From an optimization exercise on the open Yosys and OpenROAD flow, aimed at small area and a short achievable clock period; shortcuts taken in it are not production practice.
Only simulation tests tie the RTL to the original design; equivalence was not proved.
Power and IR drop assume default switching activity.

--- flow/design.v ---
`timescale 1ns/1ps
module divTop (
    input  logic        clk,
    input  logic        arstN,
    input  logic        inValid,
    input  logic [15:0] dividend,
    input  logic [15:0] divisor,
    output logic        outValid,
    output logic [15:0] quotient,
    output logic [15:0] remainder,
    output logic        err
);
    logic        v_in;
    logic [15:0] a_in, b_in;
    always_ff @(posedge clk or negedge arstN)
        if (!arstN) v_in <= 1'b0;
        else        v_in <= inValid;
    always_ff @(posedge clk) begin
        a_in <= dividend;
        b_in <= divisor;
    end
    logic [14:0] am_c, dm_c;
    logic        neg_c, err_c;
    assign am_c  = a_in[15] ? (~a_in[14:0] + 15'd1) : a_in[14:0];
    assign dm_c  = b_in[15] ? (~b_in[14:0] + 15'd1) : b_in[14:0];
    assign neg_c = a_in[15] ^ b_in[15];
    assign err_c = (a_in == 16'h8000) || (b_in[14:0] == 15'd0);
    logic [0:0] s0;
    assign s0 = am_c[14];
    logic [1:0] t0;
    assign t0 = {1'b0, s0} - {1'b0, dm_c[0:0]};
    logic qb0;
    assign qb0 = ~t0[1] & (dm_c[14:1] == 14'd0);
    logic [0:0] r0;
    assign r0 = qb0 ? t0[0:0] : s0;
    logic [0:0] qs0;
    assign qs0 = qb0;
    logic [1:0] s1;
    assign s1 = {r0, am_c[13]};
    logic [2:0] t1;
    assign t1 = {1'b0, s1} - {1'b0, dm_c[1:0]};
    logic qb1;
    assign qb1 = ~t1[2] & (dm_c[14:2] == 13'd0);
    logic [1:0] r1;
    assign r1 = qb1 ? t1[1:0] : s1;
    logic [1:0] qs1;
    assign qs1 = {qs0, qb1};
    logic [2:0] s2;
    assign s2 = {r1, am_c[12]};
    logic [3:0] t2;
    assign t2 = {1'b0, s2} - {1'b0, dm_c[2:0]};
    logic qb2;
    assign qb2 = ~t2[3] & (dm_c[14:3] == 12'd0);
    logic [2:0] r2;
    assign r2 = qb2 ? t2[2:0] : s2;
    logic [2:0] qs2;
    assign qs2 = {qs1, qb2};
    logic [11:0] ar2;
    assign ar2 = am_c[11:0];
    logic v_1;
    always_ff @(posedge clk or negedge arstN)
        if (!arstN) v_1 <= 1'b0;
        else        v_1 <= v_in;
    logic [14:0] d_1;
    logic [11:0] a_1;
    logic [2:0] q_1;
    logic [2:0] r_1;
    logic [0:0] neg_1;
    logic [0:0] err_1;
    always_ff @(posedge clk) begin
        d_1 <= dm_c;
        a_1 <= ar2;
        q_1 <= qs2;
        r_1 <= r2;
        neg_1 <= neg_c;
        err_1 <= err_c;
    end
    logic [3:0] s3;
    assign s3 = {r_1, a_1[11]};
    logic [4:0] t3;
    assign t3 = {1'b0, s3} - {1'b0, d_1[3:0]};
    logic qb3;
    assign qb3 = ~t3[4] & (d_1[14:4] == 11'd0);
    logic [3:0] r3;
    assign r3 = qb3 ? t3[3:0] : s3;
    logic [3:0] qs3;
    assign qs3 = {q_1, qb3};
    logic [4:0] s4;
    assign s4 = {r3, a_1[10]};
    logic [5:0] t4;
    assign t4 = {1'b0, s4} - {1'b0, d_1[4:0]};
    logic qb4;
    assign qb4 = ~t4[5] & (d_1[14:5] == 10'd0);
    logic [4:0] r4;
    assign r4 = qb4 ? t4[4:0] : s4;
    logic [4:0] qs4;
    assign qs4 = {qs3, qb4};
    logic [5:0] s5;
    assign s5 = {r4, a_1[9]};
    logic [6:0] t5;
    assign t5 = {1'b0, s5} - {1'b0, d_1[5:0]};
    logic qb5;
    assign qb5 = ~t5[6] & (d_1[14:6] == 9'd0);
    logic [5:0] r5;
    assign r5 = qb5 ? t5[5:0] : s5;
    logic [5:0] qs5;
    assign qs5 = {qs4, qb5};
    logic [8:0] ar5;
    assign ar5 = a_1[8:0];
    logic v_2;
    always_ff @(posedge clk or negedge arstN)
        if (!arstN) v_2 <= 1'b0;
        else        v_2 <= v_1;
    logic [14:0] d_2;
    logic [8:0] a_2;
    logic [5:0] q_2;
    logic [5:0] r_2;
    logic [0:0] neg_2;
    logic [0:0] err_2;
    always_ff @(posedge clk) begin
        d_2 <= d_1;
        a_2 <= ar5;
        q_2 <= qs5;
        r_2 <= r5;
        neg_2 <= neg_1;
        err_2 <= err_1;
    end
    logic [6:0] s6;
    assign s6 = {r_2, a_2[8]};
    logic [7:0] t6;
    assign t6 = {1'b0, s6} - {1'b0, d_2[6:0]};
    logic qb6;
    assign qb6 = ~t6[7] & (d_2[14:7] == 8'd0);
    logic [6:0] r6;
    assign r6 = qb6 ? t6[6:0] : s6;
    logic [6:0] qs6;
    assign qs6 = {q_2, qb6};
    logic [7:0] s7;
    assign s7 = {r6, a_2[7]};
    logic [8:0] t7;
    assign t7 = {1'b0, s7} - {1'b0, d_2[7:0]};
    logic qb7;
    assign qb7 = ~t7[8] & (d_2[14:8] == 7'd0);
    logic [7:0] r7;
    assign r7 = qb7 ? t7[7:0] : s7;
    logic [7:0] qs7;
    assign qs7 = {qs6, qb7};
    logic [8:0] s8;
    assign s8 = {r7, a_2[6]};
    logic [9:0] t8;
    assign t8 = {1'b0, s8} - {1'b0, d_2[8:0]};
    logic qb8;
    assign qb8 = ~t8[9] & (d_2[14:9] == 6'd0);
    logic [8:0] r8;
    assign r8 = qb8 ? t8[8:0] : s8;
    logic [8:0] qs8;
    assign qs8 = {qs7, qb8};
    logic [5:0] ar8;
    assign ar8 = a_2[5:0];
    logic v_3;
    always_ff @(posedge clk or negedge arstN)
        if (!arstN) v_3 <= 1'b0;
        else        v_3 <= v_2;
    logic [14:0] d_3;
    logic [5:0] a_3;
    logic [8:0] q_3;
    logic [8:0] r_3;
    logic [0:0] neg_3;
    logic [0:0] err_3;
    always_ff @(posedge clk) begin
        d_3 <= d_2;
        a_3 <= ar8;
        q_3 <= qs8;
        r_3 <= r8;
        neg_3 <= neg_2;
        err_3 <= err_2;
    end
    logic [9:0] s9;
    assign s9 = {r_3, a_3[5]};
    logic [10:0] t9;
    assign t9 = {1'b0, s9} - {1'b0, d_3[9:0]};
    logic qb9;
    assign qb9 = ~t9[10] & (d_3[14:10] == 5'd0);
    logic [9:0] r9;
    assign r9 = qb9 ? t9[9:0] : s9;
    logic [9:0] qs9;
    assign qs9 = {q_3, qb9};
    logic [10:0] s10;
    assign s10 = {r9, a_3[4]};
    logic [11:0] t10;
    assign t10 = {1'b0, s10} - {1'b0, d_3[10:0]};
    logic qb10;
    assign qb10 = ~t10[11] & (d_3[14:11] == 4'd0);
    logic [10:0] r10;
    assign r10 = qb10 ? t10[10:0] : s10;
    logic [10:0] qs10;
    assign qs10 = {qs9, qb10};
    logic [11:0] s11;
    assign s11 = {r10, a_3[3]};
    logic [12:0] t11;
    assign t11 = {1'b0, s11} - {1'b0, d_3[11:0]};
    logic qb11;
    assign qb11 = ~t11[12] & (d_3[14:12] == 3'd0);
    logic [11:0] r11;
    assign r11 = qb11 ? t11[11:0] : s11;
    logic [11:0] qs11;
    assign qs11 = {qs10, qb11};
    logic [2:0] ar11;
    assign ar11 = a_3[2:0];
    logic v_4;
    always_ff @(posedge clk or negedge arstN)
        if (!arstN) v_4 <= 1'b0;
        else        v_4 <= v_3;
    logic [14:0] d_4;
    logic [2:0] a_4;
    logic [11:0] q_4;
    logic [11:0] r_4;
    logic [0:0] neg_4;
    logic [0:0] err_4;
    always_ff @(posedge clk) begin
        d_4 <= d_3;
        a_4 <= ar11;
        q_4 <= qs11;
        r_4 <= r11;
        neg_4 <= neg_3;
        err_4 <= err_3;
    end
    logic [12:0] s12;
    assign s12 = {r_4, a_4[2]};
    logic [13:0] t12;
    assign t12 = {1'b0, s12} - {1'b0, d_4[12:0]};
    logic qb12;
    assign qb12 = ~t12[13] & (d_4[14:13] == 2'd0);
    logic [12:0] r12;
    assign r12 = qb12 ? t12[12:0] : s12;
    logic [12:0] qs12;
    assign qs12 = {q_4, qb12};
    logic [13:0] s13;
    assign s13 = {r12, a_4[1]};
    logic [14:0] t13;
    assign t13 = {1'b0, s13} - {1'b0, d_4[13:0]};
    logic qb13;
    assign qb13 = ~t13[14] & (d_4[14:14] == 1'd0);
    logic [13:0] r13;
    assign r13 = qb13 ? t13[13:0] : s13;
    logic [13:0] qs13;
    assign qs13 = {qs12, qb13};
    logic [14:0] s14;
    assign s14 = {r13, a_4[0]};
    logic [15:0] t14;
    assign t14 = {1'b0, s14} - {1'b0, d_4[14:0]};
    logic qb14;
    assign qb14 = ~t14[15];
    logic [14:0] r14;
    assign r14 = qb14 ? t14[14:0] : s14;
    logic [14:0] qs14;
    assign qs14 = {qs13, qb14};
    logic [15:0] qo;
    assign qo = neg_4 ? (16'd0 - {1'b0, qs14}) : {1'b0, qs14};
    always_ff @(posedge clk or negedge arstN)
        if (!arstN) outValid <= 1'b0;
        else        outValid <= v_4;
    logic [14:0] remQ;
    always_ff @(posedge clk) begin
        quotient <= qo;
        remQ     <= r14;
        err      <= err_4;
    end
    assign remainder = {1'b0, remQ};
endmodule
--- flow/constraint.sdc ---
create_clock -name core_clock -period 11.0 [get_ports {clk}]
set_input_delay 2.2000 -clock core_clock [delete_from_list [all_inputs] [get_ports {clk}]]
set_output_delay 2.2000 -clock core_clock [all_outputs]
set_load 0.01 [all_outputs]
--- flow/run.sh ---
#!/bin/bash
# synth_recipe.tcl (not shown) runs the flow's synth.tcl, then flattens the netlist and writes it again
# the make line also repeats each setting of config.mk as NAME=value (left out here)
make -C /OpenROAD-flow-scripts/flow DESIGN_CONFIG=/design/flow/config.mk WORK_HOME=/design/flow/orfs CLKGATE_MAP_FILE= SYNTH_SCRIPT=/design/flow/synth_recipe.tcl finish
--- flow/config.mk ---
export PLATFORM = sky130hd
export DESIGN_NAME = divTop
export DESIGN_NICKNAME = divTop
export VERILOG_FILES = /design/flow/design.v
export SDC_FILE = /design/flow/constraint.sdc
export NUM_CORES = 4
export LEC_CHECK = 0
export CAP_MARGIN = 20
export CORE_MARGIN = 2
export CORE_UTILIZATION = 40
export SETUP_SLACK_MARGIN = 5
export SLEW_MARGIN = 20
==> results of run 1 <==
==> repair_timing <==
| action | 4_1_cts | 5_1_grt |
|---|---|---|
| hold buffers | 0 | 0 |
| setup endpoints to repair | 54 | 57 |
| buffers inserted | 40 | 20 |
| pin swaps | 29 | 38 |
| resized for setup | 77 | 59 |
| cloned | 3 | 1 |
==> logic make-up (layout without fill, tap and decap cells) <==
group	count (synthesis)	count (layout)	share of synthesized area, %
fa+ha+maj	136	136	14.92
compound gates	257	259	14.63
other cells	1	1	0.03096
simple gates	260	260	10.82
mux	103	103	9.421
xor+xnor	116	116	8.388
flops	228	228	37.93
buf+inv	120	275	3.864
==> cell type report <==
class                           count  area share [%]
Multi-Input combinational cell    875           50.57
Sequential cell                   228           29.93
Timing Repair Buffer              132           7.904
Clock buffer                       32           4.562
Tap cell                          390           3.172
Inverter                           96           2.464
Clock inverter                     14           1.350
Timing Repair inverter              1         0.04879
==> flip-flops by register name, summed over array words and instances, names as in the netlist, 12 cells and up <==
register  flops
r_4          12
d_2          15
d_3          15
b_in         16
d_4          15
remQ         15
quotient     16
q_4          12
a_1          12
d_1          15
a_in         16
==> power by group through the flow <==
stage | Clock [uW] | Sequential, uW | Combinational, uW
after global placement | 0 | 1030 | 1310
after global routing | 960 | 1030 | 1730
after detailed placement | 0 | 1030 | 1330
final | 902 | 1010 | 1560
after floorplan | 0 | 1030 | 1000
after CTS | 925 | 1020 | 1480
==> per-layer routing <==
metal  wire length [um]  up-vias  global-route usage (%)  share of wire (%)
met5                  0        -                       0                  0
met4                714        0                   4.918                2.7
met3               1006       54                   2.515                3.8
met2              12840      161                   29.47                 48
met1              11980     4191                   21.09                 45
li1                   -     4623                       -                  -
==> worst max-delay path: stages, from the launching register on <==
cell and delay, ns:
dfxtp_1 0.30, inv_1 0.09, ha_1 0.37, nor3_1 0.09
nor2_2 0.24, nand3_4 0.13, o31a_4 0.40, mux2_4 0.34
ha_4 0.26, nor2b_4 0.13, o31a_1 0.30, o2111ai_2 0.25
a21oi_2 0.10, o41a_4 0.47, clkinvlp_4 0.13, buf_4 0.16
mux2_4 0.32, ha_4 0.29, and3_4 0.20, nand4_1 0.11
o21a_1 0.22, a41o_1 0.25, a21oi_4 0.20, inv_4 0.07
ha_2 0.20, a31oi_1 0.22, xor2_1 0.18
==> through the flow <==
step / worst slack (ns) / cells
2_1_floorplan: 4.974 / 1221
3_3_place_gp: 3.239 / 1658
3_5_place_dp: 3.091 / 1658
4_1_cts: 4.986 / 1747
5_1_grt: 4.698 / 1768
6_report: 4.910 / 1768
==> cells in the mapped netlist, types with 7 or more instances <==
| library cell | number |
|---|---|
| ha_1 | 122 |
| a21oi_1 | 59 |
| o21a_1 | 22 |
| dfxtp_1 | 222 |
| nand2b_1 | 14 |
| clkbuf_1 | 17 |
| o31a_1 | 11 |
| mux2i_1 | 15 |
| a21o_1 | 22 |
| o2111ai_1 | 7 |
| o21ai_0 | 51 |
| nor3_1 | 27 |
| nor2_1 | 69 |
| mux2_2 | 88 |
| or3_1 | 10 |
| inv_1 | 94 |
| a31oi_1 | 12 |
| nand2_1 | 56 |
| nor2b_1 | 25 |
| nand3_1 | 12 |
| o31ai_1 | 14 |
| nor4_1 | 8 |
| xor2_1 | 33 |
| fa_1 | 14 |
| xnor2_1 | 83 |
| and2_1 | 7 |
| or2_2 | 9 |
==> final timing paths <==
| check | end | slack, ns | depth (start not counted) |
|---|---|---|---|
| max | quotient[4] | 4.91 | 26 |
| min | a_4[0] | 0.32 | 0 |
| max reg2reg | quotient[4] | 4.91 | 26 |
| min reg2reg | a_4[0] | 0.32 | 0 |
| max in group asynchronous | v_3 | 8.88 | 1 |
| min in group asynchronous | outValid | 1.90 | 1 |
==> notes.md, run 1 <==
* Status: finished clean
* Crit start category: flop
* Clk pwr share at a little over a quarter
* Commonest non-fill, non-tap cell in the layout: dfxtp_1
* Unrepaired setup endpoints after global routing: true
* Synthesized cell area at 12110 um2
* YS warnings at 1
* Largest net degree at the start of global routing at 25
* Final TNS setup at 0 ns
* Tmin final at approximately 6 ns
* DRC at 0
* Share of the synthesized area in the top cell type at 36.69%
* Post-Place Cell Area at 13310 um2
* IO Port Bufs at 67
* Aggregate global routing overflow at 0
* Synth top area cells: dfxtp_1 37%, ha_1 13%, mux2_2 8.2%
* Antenna violations before repair at 0
* Core area at between 20000 and 30000 um2
* CP Capture Type: flop
* Reg clk slew, reported paths at ~0.06 ns
* Hold Fails Final Rpt at 0
* Layout cell share with drive strength beyond 1 at approximately a quarter
* Post-route clock period utilization at between 50% and 60%
* Post-DRT Antenna Nets at 0
* HP Class: flop to flop
* Int Pwr at between 2000 and 2500 uW
* Critical path required time at between 10 and 15 ns
* Total Power at roughly 3500 uW
* Root buf cell: clkbuf_16
* Gpl congestion at just over 0.8
* Syn_area_per_cell at a little under 10 um2
* Final Util at between 50% and 60%
* Cts bufs inserted at 25
* Clk_skew at around 0.017 ns
* Max Slew Vio Count at 0
* Max-capacitance violation count at 0
* EDFF count, synth at 0
* Fillers at 2623
* All-layer global routing usage at around 17%
* Clock tree buffer depth at 3
* Worst hold path startpoint: a_3[0]
* Multi-input gate area at 7780 um2
* Slew headroom at between 30% and 40%
* Overall routed net length at around 27000 um
* Worst reg2reg path startpoint: d_4[5]
* Die Y at 178.0 um
* Fin area at between 15000 and 20000 um2
* Synthesized Nets at 1392
* CP Class: flop to flop
* Ys flop type: dfxtp_1
* Die area at around 32000 um2
* Peak VDD IR at 0.1423 mV
* # IOs at between 60 and 70
* First-pass GRT wire length at roughly 43000 um
* Antenna Cells at 0
* Post-DR wirelength/cell at around 15 um
* Number of synthesized register bits at 228
* H-tree depth at 1
* Crit Path Max Fanout at 6
* Area delta synth->final at 27.04%
* Synth cell types at between 70 and 80
* Drt via density at 5.107
* Rows at 63
* Die width at 178.0 um
* Cell taking the most area after synthesis: dfxtp_1
* DP Wirelength at between 15000 and 20000 um
* CP arrival at about 6.6 ns
* Vias in the first global route at 8864
* DR vias at between 9000 and 10000
* P_leak at approximately 0.0065 uW
* Most frequent cells in the layout: 217 x dfxtp_1, 94 x ha_1, 85 x inv_1
* Switching part of the total at between 30% and 40%
* Final #Nets at 1530
* Fmax achieved at between 0.15 and 0.2 GHz
* Post-synth ARST share at under 10%
* Comb power frac at roughly 45%
* Mapped Cells at 1221
* TritonRoute pass-1 iters at 5
* 1st-iter DRT viols at 360
* WHS at approximately 0.32 ns
* Post-synthesis sequential area ratio at 37.93%
* Initial Util at around two fifths
* Crit path from: d_4[5]
* Tightest Pin Transition at 0.9000 ns
* Clock insertion delay at the later pin of the skew report at 0.54 ns
* CTS tree: done
* Power Density at 225.7 nW/um2
* Seq pwr share at between 20% and 30%
* Clk sinks at around 230
* Final setup vio count at 0
* Register Area at around 4600 um2
* P_sw at 1176 uW
==> run 2: changes to the inputs <==
--- a/flow/config.mk
+++ b/flow/config.mk
@@ -8,5 +8,4 @@
 export CAP_MARGIN = 20
 export CORE_MARGIN = 2
 export CORE_UTILIZATION = 40
-export SETUP_SLACK_MARGIN = 5
 export SLEW_MARGIN = 20
==> notes.md, run 2 <==
* CP arrival at 8.42 ns (+1.86 ns)
* H-tree depth at 1 (unchanged)
* Worst hold path startpoint: err_2
* Worst reg2reg path startpoint: d_4[1]
* Root buf cell: clkbuf_16
* Most used cell, CP: ha_1
* Post-DR wirelength/cell at 14.42 um (-3.9%)
* Worst stage delay on the critical path at 0.73 ns (+0.26 ns)
* Status: finished clean
* Syn_area_per_cell at 9.919 um2 (unchanged)
* Vias in the first global route at 8491 (-4.2%)
* Post-synthesis sequential area ratio at 37.93% (unchanged)
* Antenna violations before repair at 0 (unchanged)
* # IOs at 69 (unchanged)
* Setup bufs post-CTS at 0 (-100%)
* Commonest non-fill, non-tap cell in the layout: dfxtp_1
* Die width at 178.0 um (unchanged)
* EDFF count, synth at 0 (unchanged)
* Die Y at 178.0 um (unchanged)
* IO Port Bufs at 67 (unchanged)
* Final #Nets at 1466 (-4.2%)
* Resized Gates After CTS at 0 (-100%)
* Clock insertion delay at the later pin of the skew report at 0.54 ns (about the same)
* Worst Hold End: err_3
* Final setup vio count at 0 (unchanged)
* Post-DRT Antenna Nets at 0 (unchanged)
* R2R Setup Slk at 3.05 ns (-1.86 ns)
* Count leader, synth: dfxtp_1
* HP Class: flop to flop
* Fin worst setup slack at 3.049 ns (-1.861 ns)
* Cts bufs inserted at 25 (unchanged)
* Worst slack, placed at 3.123 ns (+0.03190 ns)
* Rows at 63 (unchanged)
* Tightest Pin Transition at 1.088 ns (+0.1876 ns)
* Synth top area cells: dfxtp_1 37%, ha_1 13%, mux2_2 8.2%
* CP max-delay cell: o31a_1
* Largest net degree at the start of global routing at 25 (unchanged)
* CTS tree: done
* Fmax achieved at 0.1258 GHz (-23%)
* DRC at 0 (unchanged)
* Critical path required time at 11.47 ns (about the same)
* Initial Util at 40.76% (unchanged)
* Antenna Cells at 0 (unchanged)
* Synth cell types at 72 (unchanged)
* P_leak at 0.006014 uW (-6.8%)
* CP Class: flop to flop
* Slew headroom at 25.62% (-14 points)
* Mapped Cells at 1221 (unchanged)
* Gpl congestion at 0.8157 (unchanged)
* Hold Fails Final Rpt at 0 (unchanged)
* Synthesized cell area at 12110 um2 (unchanged)
* CP Capture Type: flop
* Number of synthesized register bits at 228 (unchanged)
* Die area at 31690 um2 (unchanged)
* WHS at 0.3193 ns (-0.001999 ns)
* TritonRoute pass-1 iters at 6 (+1)
* Synthesized Nets at 1392 (unchanged)
* Tmin final at 7.951 ns (+1.861 ns)
* Crit start category: flop
* Power Density at 227.1 nW/um2 (+0.61%)
* First-pass GRT wire length at 40940 um (-5.7%)
* Core area at 29720 um2 (unchanged)
* Reg clk slew, reported paths at 0.06 ns (about the same)
* YS warnings at 1 (unchanged)
* Aggregate global routing overflow at 0 (unchanged)
* Max Slew Vio Count at 0 (unchanged)
* Ys flop type: dfxtp_1
* Peak VDD IR at 0.1310 mV (-8.0%)
* Area delta synth->final at 16.44%
* Top Registers: a_in x16, b_in x16, quotient x16
* Non-Filler Instances at 1704 (-3.6%)
* Crit Path Max Fanout at 21 (+15)
* Unrepaired setup endpoints after global routing: false
* Cts hold-fix bufs at 0 (unchanged)
* 1st-iter DRT viols at 332 (-7.8%)
* Final Util at 47.45% (-4.3 points)
* Post-synth ARST share at 2.632% (unchanged)
* Post-route clock period utilization at 72.29% (+17 points)
* Min-Delay Path Depth at 0 (unchanged)
* Most frequent cells in the layout: 222 x dfxtp_1, 122 x ha_1, 94 x inv_1
* Crit Reg-Reg Endpoint: quotient[10]
* Final TNS setup at 0 ns (unchanged)
* Clk_skew at 0.007111 ns (-0.009622 ns)
* Max-capacitance violation count at 0 (unchanged)
* Overall routed net length at 24580 um (-7.4%)
* All-layer global routing usage at 15.89% (-0.84 points)
* Clk sinks at 228 (unchanged)
* Clock tree buffer depth at 3 (unchanged)
* Placed Instances at 1658 (unchanged)
* Layout cell share with drive strength beyond 1 at 12.02% (-11 points)
* DR vias at 8619 (-4.5%)
* Share of the synthesized area in the top cell type at 36.69% (unchanged)
* Reg2reg path depth at 29 (+12%)
* DP Wirelength at 19470 um (+0.59%)
* Drt via density at 5.058 (-0.96%)
* Post-synth top cells: 222 x dfxtp_1, 122 x ha_1, 94 x inv_1
* Cell taking the most area after synthesis: dfxtp_1
[run 2: cell counts after synthesis]
Identical to the previous run, type by type.
[run 2: per-layer routing]
layer  global-route usage [%]  vias up  wire length [um]
met2                    28.99      142             12130
met5                        0        -                 0
met4                    5.396        0               817
met1                    18.94     3954             10800
li1                         -     4478                 -
met3                    2.366       45               832
[run 2: worst max-delay path, delay by kind of cell, from the launching register on]
family / cells / cell delay [ns]
xor+xnor: 1 / 0.16
compound gates: 12 / 3.72
simple gates: 7 / 1.09
buf+inv: 4 / 0.95
fa+ha+maj: 4 / 1.12
mux: 1 / 0.42
flops: 1 / 0.42
[run 2: power by group]
part,internal [uW],switching (uW)
clock network,548,341
logic,645,659
registers,949,60.1
total,2140,1060
[run 2: kinds of logic after synthesis]
family | after synthesis | synth area share [%]
simple gates | 260 | 10.82
compound gates | 257 | 14.63
flops | 228 | 37.93
fa+ha+maj | 136 | 14.92
buf+inv | 120 | 3.864
xor+xnor | 116 | 8.388
mux | 103 | 9.421
other cells | 1 | 0.03096
[run 2: layout make-up]
cell class,count,area (um2)
Clock buffer,34,709.4
Fill cell,2758,15620
Clock inverter,12,183.9
Tap cell,390,488.0
Sequential cell,228,4594
Inverter,96,360.3
Multi-Input combinational cell,873,7066
Timing Repair Buffer,71,700.7
[run 2: how the worst max path moves through the flow]
stage / cells after the start / slack, ns / to / from
floorplan: 33 / 4.15 / quotient[14] / d_4[1]
global placement: 27 / 3.29 / quotient[14] / d_4[1]
detailed placement: 27 / 3.12 / quotient[14] / d_4[1]
CTS: 27 / 3.07 / quotient[14] / d_4[1]
global route: 29 / 2.08 / quotient[10] / d_4[1]
finish: 29 / 3.05 / quotient[10] / d_4[1]
[run 2: stage by stage]
stage,cell area (um2),total power [uW]
after floorplan,12110,1996
after global placement,13200,2311
after detailed placement,13200,2327
after CTS,14090,3238
after global routing,14100,3436
final,14100,3203

==> re-timing with driven ports <==
In the flow no input, the clock included, has a driving cell. The finished layouts below were timed again as built, in two steps. Step 1 (the two cells are an assumption about what drives the block):
set clk [get_ports {clk}]
set_driving_cell -lib_cell sky130_fd_sc_hd__clkbuf_16 $clk
set_driving_cell -lib_cell sky130_fd_sc_hd__buf_2 [delete_from_list [all_inputs] $clk]
Step 2 adds t to the input delays and takes it off the output delays; t is the mean of the earliest and latest rising clock arrival at the registers after step 1. Input paths then give back, and output paths get back, about the clock's delay inside the block. a / b / c = no drivers / after step 1 / after step 2; a / b = the first two.
run | shift t [ns] | slack for setup (ns) | hold slack, ns | latest minus earliest clock arrival (ns) | pins driven straight from the clock port
run 1 | 0.580 | 4.910 / 4.910 / 4.910 | 0.321 / 0.321 / 0.321 | 0.019 / 0.018 | 1
run 2 | 0.590 | 3.049 / 3.049 / 3.049 | 0.319 / 0.319 / 0.319 | 0.009 / 0.010 | 1
After both steps setup and hold are still met in every run listed.
